This is an optimization exercise on Yosys and OpenROAD, whose aim is small area, a short achievable clock period and few clock cycles per item, not a production implementation.
In this exercise RTL edits were held to simulation tests only and were not proved equivalent to the original.

--- run.sh ---
#!/bin/bash
# synth_recipe.tcl (not shown) runs the flow's synth.tcl, then flattens the netlist and writes it again
# the make line also repeats each setting of config.mk as NAME=value (left out here)
make -C /OpenROAD-flow-scripts/flow DESIGN_CONFIG=/design/flow/config.mk WORK_HOME=/design/flow/orfs CLKGATE_MAP_FILE= SYNTH_SCRIPT=/design/flow/synth_recipe.tcl finish
--- config.mk ---
export PLATFORM = sky130hd
export DESIGN_NAME = aes_mmo_hash_core
export DESIGN_NICKNAME = aes_mmo_hash_core
export VERILOG_FILES = /design/flow/design.v
export SDC_FILE = /design/flow/constraint.sdc
export NUM_CORES = 8
export LEC_CHECK = 0
export CAP_MARGIN = 20
export CORE_MARGIN = 2
export CORE_UTILIZATION = 25
export PLACE_DENSITY = 0.5
export SLEW_MARGIN = 20
--- constraint.sdc ---
create_clock -name core_clock -period 8.0 [get_ports {clk}]
set_input_delay 1.6000 -clock core_clock [delete_from_list [all_inputs] [get_ports {clk}]]
set_output_delay 1.6000 -clock core_clock [all_outputs]
set_load 0.01 [all_outputs]
--- design.v ---
package amh_pkg;
  localparam logic [2047:0] SBOX = 2048'h637c777bf26b6fc53001672bfed7ab76ca82c97dfa5947f0add4a2af9ca472c0b7fd9326363ff7cc34a5e5f171d8311504c723c31896059a071280e2eb27b27509832c1a1b6e5aa0523bd6b329e32f8453d100ed20fcb15b6acbbe394a4c58cfd0efaafb434d338545f9027f503c9fa851a3408f929d38f5bcb6da2110fff3d2cd0c13ec5f974417c4a77e3d645d197360814fdc222a908846eeb814de5e0bdbe0323a0a4906245cc2d3ac629195e479e7c8376d8dd54ea96c56f4ea657aae08ba78252e1ca6b4c6e8dd741f4bbd8b8a703eb5664803f60e613557b986c11d9ee1f8981169d98e949b1e87e9ce5528df8ca1890dbfe6426841992d0fb054bb16;
  localparam int unsigned NumRounds = 10;
  typedef enum logic [12:0] {
    S_IDLE      = 13'b0000000000001,
    S_START     = 13'b0000000000010,
    S_PRE_WAIT  = 13'b0000000000100,
    S_BYTE      = 13'b0000000001000,
    S_BLK_GO    = 13'b0000000010000,
    S_BLK_WAIT  = 13'b0000000100000,
    S_PAD       = 13'b0000001000000,
    S_PAD_CHK   = 13'b0000010000000,
    S_FIN_WAIT  = 13'b0000100000000,
    S_TAIL      = 13'b0001000000000,
    S_TAIL_GO   = 13'b0010000000000,
    S_TAIL_WAIT = 13'b0100000000000,
    S_RESULT    = 13'b1000000000000
  } state_t;
  typedef struct packed {
    logic capture;    
    logic prefix;     
    logic step;       
    logic absorb;     
    logic pad;        
    logic tail;       
    logic load_out;   
    logic err;        
  } dp_cmd_t;
  typedef struct packed {
    logic rem_zero;
    logic rem_one;
    logic len_zero;
    logic lb_zero;
    logic pos_last;
    logic need_two;
    logic aes_done;
    logic out_free;
  } dp_stat_t;
  function automatic logic [7:0] sbox(input logic [7:0] a);
    sbox = SBOX[2047 - 8 * a -: 8];
  endfunction
  function automatic logic [7:0] xtime(input logic [7:0] a);
    xtime = {a[6:0], 1'b0} ^ (a[7] ? 8'h1b : 8'h00);
  endfunction
  function automatic logic [127:0] sub_shift(input logic [127:0] s);
    logic [127:0] r;
    r = '0;
    for (int c = 0; c < 4; c++) begin
      for (int w = 0; w < 4; w++) begin
        r[127 - 8 * (w + 4 * c) -: 8] = sbox(s[127 - 8 * (w + 4 * ((c + w) % 4)) -: 8]);
      end
    end
    sub_shift = r;
  endfunction
  function automatic logic [127:0] mix_columns(input logic [127:0] s);
    logic [127:0] r;
    logic [7:0] a0, a1, a2, a3;
    r = '0;
    for (int c = 0; c < 4; c++) begin
      a0 = s[127 - 32 * c -: 8];
      a1 = s[119 - 32 * c -: 8];
      a2 = s[111 - 32 * c -: 8];
      a3 = s[103 - 32 * c -: 8];
      r[127 - 32 * c -: 8] = xtime(a0) ^ xtime(a1) ^ a1 ^ a2 ^ a3;
      r[119 - 32 * c -: 8] = a0 ^ xtime(a1) ^ xtime(a2) ^ a2 ^ a3;
      r[111 - 32 * c -: 8] = a0 ^ a1 ^ xtime(a2) ^ xtime(a3) ^ a3;
      r[103 - 32 * c -: 8] = xtime(a0) ^ a0 ^ a1 ^ a2 ^ xtime(a3);
    end
    mix_columns = r;
  endfunction
  function automatic logic [127:0] key_next(input logic [127:0] rk, input logic [7:0] rcon);
    logic [127:0] k;
    logic [31:0]  t;
    k = rk;
    t = {sbox(rk[23:16]) ^ rcon, sbox(rk[15:8]), sbox(rk[7:0]), sbox(rk[31:24])};
    k[127:96] = k[127:96] ^ t;
    k[95:64]  = k[95:64] ^ k[127:96];
    k[63:32]  = k[63:32] ^ k[95:64];
    k[31:0]   = k[31:0] ^ k[63:32];
    key_next = k;
  endfunction
  function automatic logic [63:0] byte_swap(input logic [63:0] v);
    logic [63:0] r;
    r = '0;
    for (int i = 0; i < 8; i++) begin
      r[63 - 8 * i -: 8] = v[8 * i +: 8];
    end
    byte_swap = r;
  endfunction
endpackage
import amh_pkg::*;
module amh_aes
(
  input  logic         clk,
  input  logic         rst,
  input  logic         start,
  input  logic [127:0] blk,
  input  logic [127:0] key,
  output logic         done,
  output logic [127:0] result
);
  logic [127:0] st;
  logic [127:0] rk;
  logic [127:0] blk_r;
  logic [7:0]   rcon;
  logic [3:0]   rnd;
  logic         busy;
  logic [127:0] rk_next;
  logic [127:0] ss;
  logic         last_round;
  assign rk_next    = amh_pkg::key_next(rk, rcon);
  assign ss         = amh_pkg::sub_shift(st);
  assign last_round = (rnd == 4'(NumRounds));
  always_ff @(posedge clk) begin
    if (rst) begin
      busy <= 1'b0;
      done <= 1'b0;
    end else begin
      done <= 1'b0;
      if (start) begin
        busy <= 1'b1;
      end else if (busy && last_round) begin
        busy <= 1'b0;
        done <= 1'b1;
      end
    end
  end
  always_ff @(posedge clk) begin
    if (start) begin
      st    <= blk ^ key;
      rk    <= key;
      blk_r <= blk;
      rcon  <= 8'h01;
      rnd   <= 4'd1;
    end else if (busy) begin
      st   <= (last_round ? ss : amh_pkg::mix_columns(ss)) ^ rk_next;
      rk   <= rk_next;
      rcon <= amh_pkg::xtime(rcon);
      rnd  <= rnd + 4'd1;
    end
  end
  assign result = st ^ blk_r;
endmodule
import amh_pkg::*;
module amh_dp
(
  input  logic        clk,
  input  logic        rst,
  input  amh_pkg::dp_cmd_t cmd,
  output amh_pkg::dp_stat_t stat,
  input  logic [7:0]  data_byte,
  input  logic [63:0] msg_bits,
  output logic        out_valid,
  input  logic        out_stall,
  output logic        status,
  output logic [63:0] digest_high,
  output logic [63:0] digest_low
);
  logic [7:0]   cap_data;
  logic [63:0]  cap_len;
  logic [63:0]  len;
  logic [60:0]  rem;
  logic [3:0]   pos;
  logic [127:0] chain;
  logic [127:0] blkbuf;
  logic [127:0] blkbuf_next;
  logic [61:0]  cnt_sum;
  logic [60:0]  cnt;
  logic [63:0]  lenp;
  logic         lenp_16;
  logic         lenp_32;
  logic [6:0]   used;
  logic [7:0]   pad_byte;
  logic [15:0]  pad_wide;
  logic [7:0]   wbyte;
  logic         wr_en;
  logic         aes_start;
  logic [127:0] aes_blk;
  logic [127:0] aes_key;
  logic         aes_done;
  logic [127:0] aes_res;
  assign cnt_sum = {1'b0, cap_len[63:3]} + {61'd0, (cap_len[2:0] != 3'd0)};
  assign cnt     = cnt_sum[61] ? '1 : cnt_sum[60:0];
  assign lenp    = len + 64'd128;
  assign lenp_16 = (lenp[63:16] == 48'd0);
  assign lenp_32 = (lenp[63:32] == 32'd0);
  assign used    = len[6:0];
  assign pad_wide = {cap_data, 8'h00} >> len[2:0];
  assign pad_byte = pad_wide[7:0] | (8'h80 >> len[2:0]);
  always_comb begin
    stat.rem_zero = (rem == '0);
    stat.rem_one  = (rem == 61'd1);
    stat.len_zero = (cap_len == 64'd0);
    stat.lb_zero  = (len[2:0] == 3'd0);
    stat.pos_last = (pos == 4'hf);
    if (lenp_16) begin
      stat.need_two = (used >= 7'd112);
    end else if (lenp_32) begin
      stat.need_two = (used >= 7'd80);
    end else begin
      stat.need_two = (used >= 7'd16);
    end
    stat.aes_done = aes_done;
    stat.out_free = !out_valid || !out_stall;
  end
  assign wr_en = (cmd.step && (!stat.rem_one || stat.lb_zero)) || cmd.pad;
  assign wbyte = cmd.pad ? pad_byte : cap_data;
  always_comb begin
    blkbuf_next = blkbuf;
    if (aes_done || cmd.prefix) begin
      blkbuf_next = '0;
    end else if (wr_en) begin
      for (int i = 0; i < 16; i++) begin
        if (pos == 4'(i)) begin
          blkbuf_next[127 - 8 * i -: 8] = wbyte;
        end
      end
    end else if (cmd.tail) begin
      if (lenp_16) begin
        blkbuf_next[15:0] = lenp[15:0];
      end else if (lenp_32) begin
        blkbuf_next[31:0] = lenp[31:0];
      end else begin
        blkbuf_next[63:0] = len;
      end
    end
  end
  always_ff @(posedge clk) begin
    if (rst) begin
      rem <= '0;
      pos <= '0;
    end else begin
      if (cmd.prefix) begin
        rem <= cnt;
        pos <= '0;
      end else if (cmd.step) begin
        rem <= rem - 61'd1;
        if (wr_en) begin
          pos <= pos + 4'd1;
        end
      end else if (cmd.tail) begin
        pos <= '0;
      end
    end
  end
  always_ff @(posedge clk) begin
    if (cmd.capture) begin
      cap_data <= data_byte;
      cap_len  <= msg_bits;
    end
    if (cmd.prefix) begin
      len <= cap_len;
    end
    if (cmd.prefix) begin
      chain <= '0;
    end else if (aes_done) begin
      chain <= aes_res;
    end
    blkbuf <= blkbuf_next;
  end
  assign aes_start = cmd.prefix || cmd.absorb;
  assign aes_blk   = cmd.prefix ? {amh_pkg::byte_swap(cap_len), 64'd0} : blkbuf;
  assign aes_key   = cmd.prefix ? 128'd0 : chain;
  amh_aes u_aes (
    .clk    (clk),
    .rst    (rst),
    .start  (aes_start),
    .blk    (aes_blk),
    .key    (aes_key),
    .done   (aes_done),
    .result (aes_res)
  );
  always_ff @(posedge clk) begin
    if (rst) begin
      out_valid <= 1'b0;
    end else if (cmd.load_out) begin
      out_valid <= 1'b1;
    end else if (!out_stall) begin
      out_valid <= 1'b0;
    end
  end
  always_ff @(posedge clk) begin
    if (cmd.load_out) begin
      status      <= cmd.err;
      digest_high <= cmd.err ? 64'd0 : chain[127:64];
      digest_low  <= cmd.err ? 64'd0 : chain[63:0];
    end
  end
endmodule
import amh_pkg::*;
module amh_ctrl
(
  input  logic     clk,
  input  logic     rst,
  input  logic     in_valid,
  output logic     in_stall,
  input  amh_pkg::dp_stat_t stat,
  output amh_pkg::dp_cmd_t cmd
);
  amh_pkg::state_t state;
  amh_pkg::state_t state_next;
  logic   err;
  logic   err_next;
  assign in_stall = (state != S_IDLE);
  always_ff @(posedge clk) begin
    if (rst) begin
      state <= S_IDLE;
      err   <= 1'b0;
    end else begin
      state <= state_next;
      err   <= err_next;
    end
  end
  always_comb begin
    state_next = state;
    err_next   = err;
    cmd        = '0;
    cmd.err    = err;
    unique case (state)
      S_IDLE: begin
        if (in_valid) begin
          cmd.capture = 1'b1;
          state_next  = S_START;
        end
      end
      S_START: begin
        if (!stat.rem_zero) begin
          state_next = S_BYTE;
        end else if (stat.len_zero) begin
          err_next   = 1'b1;
          state_next = S_RESULT;
        end else begin
          cmd.prefix = 1'b1;
          state_next = S_PRE_WAIT;
        end
      end
      S_PRE_WAIT: begin
        if (stat.aes_done) begin
          state_next = S_BYTE;
        end
      end
      S_BYTE: begin
        cmd.step = 1'b1;
        if ((!stat.rem_one || stat.lb_zero) && stat.pos_last) begin
          state_next = S_BLK_GO;
        end else if (stat.rem_one) begin
          state_next = S_PAD;
        end else begin
          state_next = S_IDLE;
        end
      end
      S_BLK_GO: begin
        cmd.absorb = 1'b1;
        state_next = S_BLK_WAIT;
      end
      S_BLK_WAIT: begin
        if (stat.aes_done) begin
          state_next = stat.rem_zero ? S_PAD : S_IDLE;
        end
      end
      S_PAD: begin
        cmd.pad    = 1'b1;
        state_next = S_PAD_CHK;
      end
      S_PAD_CHK: begin
        if (stat.need_two) begin
          cmd.absorb = 1'b1;
          state_next = S_FIN_WAIT;
        end else begin
          state_next = S_TAIL;
        end
      end
      S_FIN_WAIT: begin
        if (stat.aes_done) begin
          state_next = S_TAIL;
        end
      end
      S_TAIL: begin
        cmd.tail   = 1'b1;
        state_next = S_TAIL_GO;
      end
      S_TAIL_GO: begin
        cmd.absorb = 1'b1;
        state_next = S_TAIL_WAIT;
      end
      S_TAIL_WAIT: begin
        if (stat.aes_done) begin
          err_next   = 1'b0;
          state_next = S_RESULT;
        end
      end
      S_RESULT: begin
        if (stat.out_free) begin
          cmd.load_out = 1'b1;
          err_next     = 1'b0;
          state_next   = S_IDLE;
        end
      end
      default: begin
        state_next = S_IDLE;
      end
    endcase
  end
endmodule
import amh_pkg::*;
module aes_mmo_hash_core
(
  input  logic        clk,
  input  logic        rst,
  input  logic        in_valid,
  output logic        in_stall,
  input  logic [7:0]  data_byte,
  input  logic [63:0] msg_bits,
  output logic        out_valid,
  input  logic        out_stall,
  output logic        status,
  output logic [63:0] digest_high,
  output logic [63:0] digest_low
);
  amh_pkg::dp_cmd_t cmd;
  amh_pkg::dp_stat_t stat;
  amh_ctrl u_ctrl (
    .clk      (clk),
    .rst      (rst),
    .in_valid (in_valid),
    .in_stall (in_stall),
    .stat     (stat),
    .cmd      (cmd)
  );
  amh_dp u_dp (
    .clk         (clk),
    .rst         (rst),
    .cmd         (cmd),
    .stat        (stat),
    .data_byte   (data_byte),
    .msg_bits    (msg_bits),
    .out_valid   (out_valid),
    .out_stall   (out_stall),
    .status      (status),
    .digest_high (digest_high),
    .digest_low  (digest_low)
  );
endmodule
==> summary.md <==
| Metric | Value |
|---|---|
| Mux contribution to synthesized area | 2.07% |
| Setup_tns | 0 ps |
| CP delay by family, top | compound AO/OA/AOI/OAI gates |
| Crit-path cells | clkinv_1, ha_1, ha_4, nand2b_1, nor2_1, nor2_1, o21ai_0, o211a_1, a311oi_1, a211oi_2, mux2_2, xnor2_1, xnor2_1, mux2i_1, xor2_1, o21ai_0 |
| Pre-CTS WS | 697 ps |
| Worst clock skew | approximately 140 ps |
| Worst slew margin | ~13% |
| Share of cells above drive strength 1 | 9.96% |
| Router iterations before antenna repair | 7 |
| Hold Path Class | reg -> reg |
| Final hold viol count | 0 |
| Achievable Freq | 134 MHz |
| Number of unique standard cell types used by synthesis | 131 |
| Largest fanout on the critical path | 66 |
| Syn Area/Cell | 7.04 um^2 |
| GPL Wtd Cong | 1.03 |
| Nets | 19.4k |
| Synth Area in XOR/XNOR | 8.34% |
| Final Critical Period | about 7500 ps |
| Startpoint types | flop |
| Clock tree buffer depth | 4 |
| Most common cell after layout, fill and taps aside | nand2_1 |
| Fillers | approximately 60k |
| Sequential share of the synthesized area | 19.0% |
| DR vias/cell | 6.54 |
| HPWL Detailed | 669000 um |
| Slowest CP cell | ha_4 |
| Syn_nets | 20.2k |
| Fin worst setup slack | 516 ps |
| Crit path DAT | just over 8000 ps |
| Synthesis warning total | 3 |
| Commonest non-fill, non-tap cells in the layout | 2009 x nand2_1, 1762 x a21oi_1, 1614 x nor2_1 |
| Crit share post-route | 93.5% |
| TritonCTS clock tree | yes |
| Core Region | between 0.5 and 0.6 mm^2 |
| Fin cells | 26.6k |
| Number of global-route vias before repair | 158k |
| Wl on met1 | around 370000 um |
| Htree depth | 4 |
| Root Driver | clkbuf_16 |
| Top sig layer | met5 |
| Met3 wire length | approximately 110000 um |
| Setup violators final | 0 |
| Compound-Gate Fraction of Synth Area | 37.1% |
| Initial antenna violation count | 51 |
| Drt total wl | 912000 um |
| CTS hold repair buffers | 0 |
| FP Rows | 274 |
| Async set-or-reset flop fraction in the synthesized netlist | 0% |
| Cells after Synth | ~20k |
| Status | timing/DRC/antenna clean |
| Max Cap Viol | 0 |
| Port Buf Inserts | 206 |
| GR Util All Layers | 30.5% |
| Pins Over Slew Limit | 0 |
| Avg WL per Cell | 34.3 um |
| DRC | 0 |
| Crit path kind | reg -> reg |
| Post-DRT Antenna Nets | 0 |
| DR WL met2 | 378000 um |
| Worst stage delay on the critical path | 900 ps |
| First-pass GRT wire length | 1270000 um |
| Flops & latches, synth | 999 |
| Die width | approximately 750 um |
| Clk Latency, worst-skew pair | 960 ps |
| Initial core utilization | 25.1% |
| Critical path required time | slightly below 9000 ps |
| Crit end category | flop |
| Largest family of logic cells by synthesized area | compound AO/OA/AOI/OAI gates |
| Via count | 174k |
| GR Overflow Total | 0 |
| Number of I/O pins | 207 |
| Multi-input gate area | 0.104 mm^2 |
| Cts bufs inserted | ~140 |
| Initial DRC count | 30.8k |
| Dpl cells | 26.3k |
| Post-Syn Area | 0.139 mm^2 |
| Synth Area in Simple Gates | approximately a quarter |
| Sequential cell area | roughly 0.027 mm^2 |
| WP buf/inv | 1 |
| Post-synth top flop | edfxtp_1 |
| Clock-pin slew on the worst setup and hold paths | 60 ps |
| Largest net degree at the start of global routing | approximately 150 |
| Number of flops mapped to enable cells by yosys | 649 |
| Die Span Y | roughly 750 um |
| RSZ-0062 raised after global routing | false |
| Synth Area in Adders | 2.91% |
| Worst hold margin | about 470 ps |
| Buffer count from post-CTS setup fixing | 0 |
| CTS sink cnt | 999 |
| Die ar. | 0.563 mm^2 |
| # resized after CTS | 0 |
| Worst slew pin tran | 1300 ps |
| Synth-to-Final Area Change | 12.4% |
-- synthesized netlist by cell type (131+ instances only) --
library cell  number  area, um^2
a2111oi_0        143        1250
a211oi_1         616        4620
a21oi_1         1764        8830
a221oi_1         214        1870
a22oi_1          131         983
a311oi_1         190        1660
a31oi_1          398        2490
and2_1           159         995
buf_1            289        1080
buf_2            349        1750
clkbuf_1        1506        5650
dfxtp_1          350        7010
edfxtp_1         649       19500
ha_1             318        3980
inv_1            236         886
mux2i_1          163        1630
nand2_1         2014        7560
nand2b_1         255        1600
nand3_1          584        2920
nand4_1          177        1110
nor2_1          1652        6200
nor2b_1          359        2250
nor3_1           657        3290
nor4_1           181        1130
o2111ai_1        163        1430
o211ai_1         440        3300
o21ai_0         1616        8090
o221ai_1         191        1670
o22ai_1          221        1380
o311ai_0         169        1480
o31ai_1          191        1430
or3_1            185        1160
xnor2_1          873        7650
xor2_1           346        3030
-- per-layer routing --
metal	vias to the layer above	global-route usage (%)
met4	32	16.6
li1	73500	-
met1	85000	40.9
met3	2491	7.05
met5	-	0.204
met2	13100	44.9
-- stage by stage --
stage                     cell area (um^2)  utilization (%)
after detailed placement            152000             27.3
after global placement              152000             27.3
final                               156000             28.2
after global routing                156000             28.2
after floorplan                     139000                -
after CTS                           156000             28.2
-- registers in the layout, summed over array words and instances, names as in the netlist, 8 cells and up --
name / cells
u_dp.u_aes.rk: 128
u_dp.rem: 61
u_dp.u_aes.blk_r: 128
u_ctrl.state: 13
u_dp.digest_low: 64
u_dp.u_aes.st: 128
u_dp.u_aes.rcon: 8
u_dp.blkbuf: 128
u_dp.digest_high: 64
u_dp.len: 64
u_dp.chain: 128
u_dp.cap_data: 8
u_dp.cap_len: 64
-- cells by family after synthesis --
| logic type | Yosys count |
|---|---|
| AO/OA/AOI/OAI | 7685 |
| adder cells (fa/ha/maj) | 322 |
| multiplexers | 245 |
| flip-flops | 999 |
| XOR/XNOR | 1270 |
| AND/OR/NAND/NOR | 6818 |
| buffers and inverters | 2437 |
-- worst paths after layout --
| path | startpoint | endpoint | slack (ps) | cells past startpoint |
|---|---|---|---|---|
| max | u_dp.u_aes.st[97] | u_dp.u_aes.st[72] | 520 | 16 |
| min | u_dp.u_aes.blk_r[110] | u_dp.chain[110] | 470 | 2 |
| max reg2reg | u_dp.u_aes.st[97] | u_dp.u_aes.st[72] | 520 | 16 |
| min reg2reg | u_dp.u_aes.blk_r[110] | u_dp.chain[110] | 470 | 2 |
-- final cells by class --
cell class              instances  area share [%]
well taps                    7452            5.96
multi-input cells           16300            66.6
flip-flops and latches        999            16.9
diodes                         16          0.0256
clock buffers                 186            2.48
inverters                     266           0.648
clock inverters                58           0.452
repair buffers               1292            6.91
-- tightest hold or removal path, delay by kind of cell (launching register included) --
kind	cells	cell delay (ps)
DFF	1	340
xor gates and xnor gates	1	110
AOI/OAI and AO/OA	1	60
Testbench counts, summed over its fixed seeds: cycles 151,482, items 37,553.

==> re-timing with driven ports <==
How much do the figures lean on ideal ports? The routed layout below was timed once more, with nothing changed but the port constraints.
Step 1, drivers: a clkbuf_16 drives clk and a buf_2 each remaining input, both assumed.
Step 2 also shifts input and output timing later by t, the mid clock arrival at the registers, as if the neighbouring blocks saw the same clock.
a / b / c = no drivers / after step 1 / after step 2; a / b = the first two.
shift t [ns]: 1.008
slack for setup (ns): 0.516 / 0.516 / 0.516
latest minus earliest clock arrival (ns): 0.143 / 0.144
After both steps setup and hold are still met in this run. The setup slack of this run moves by 0.000 ns with the drivers and by 0.000 ns with both steps.
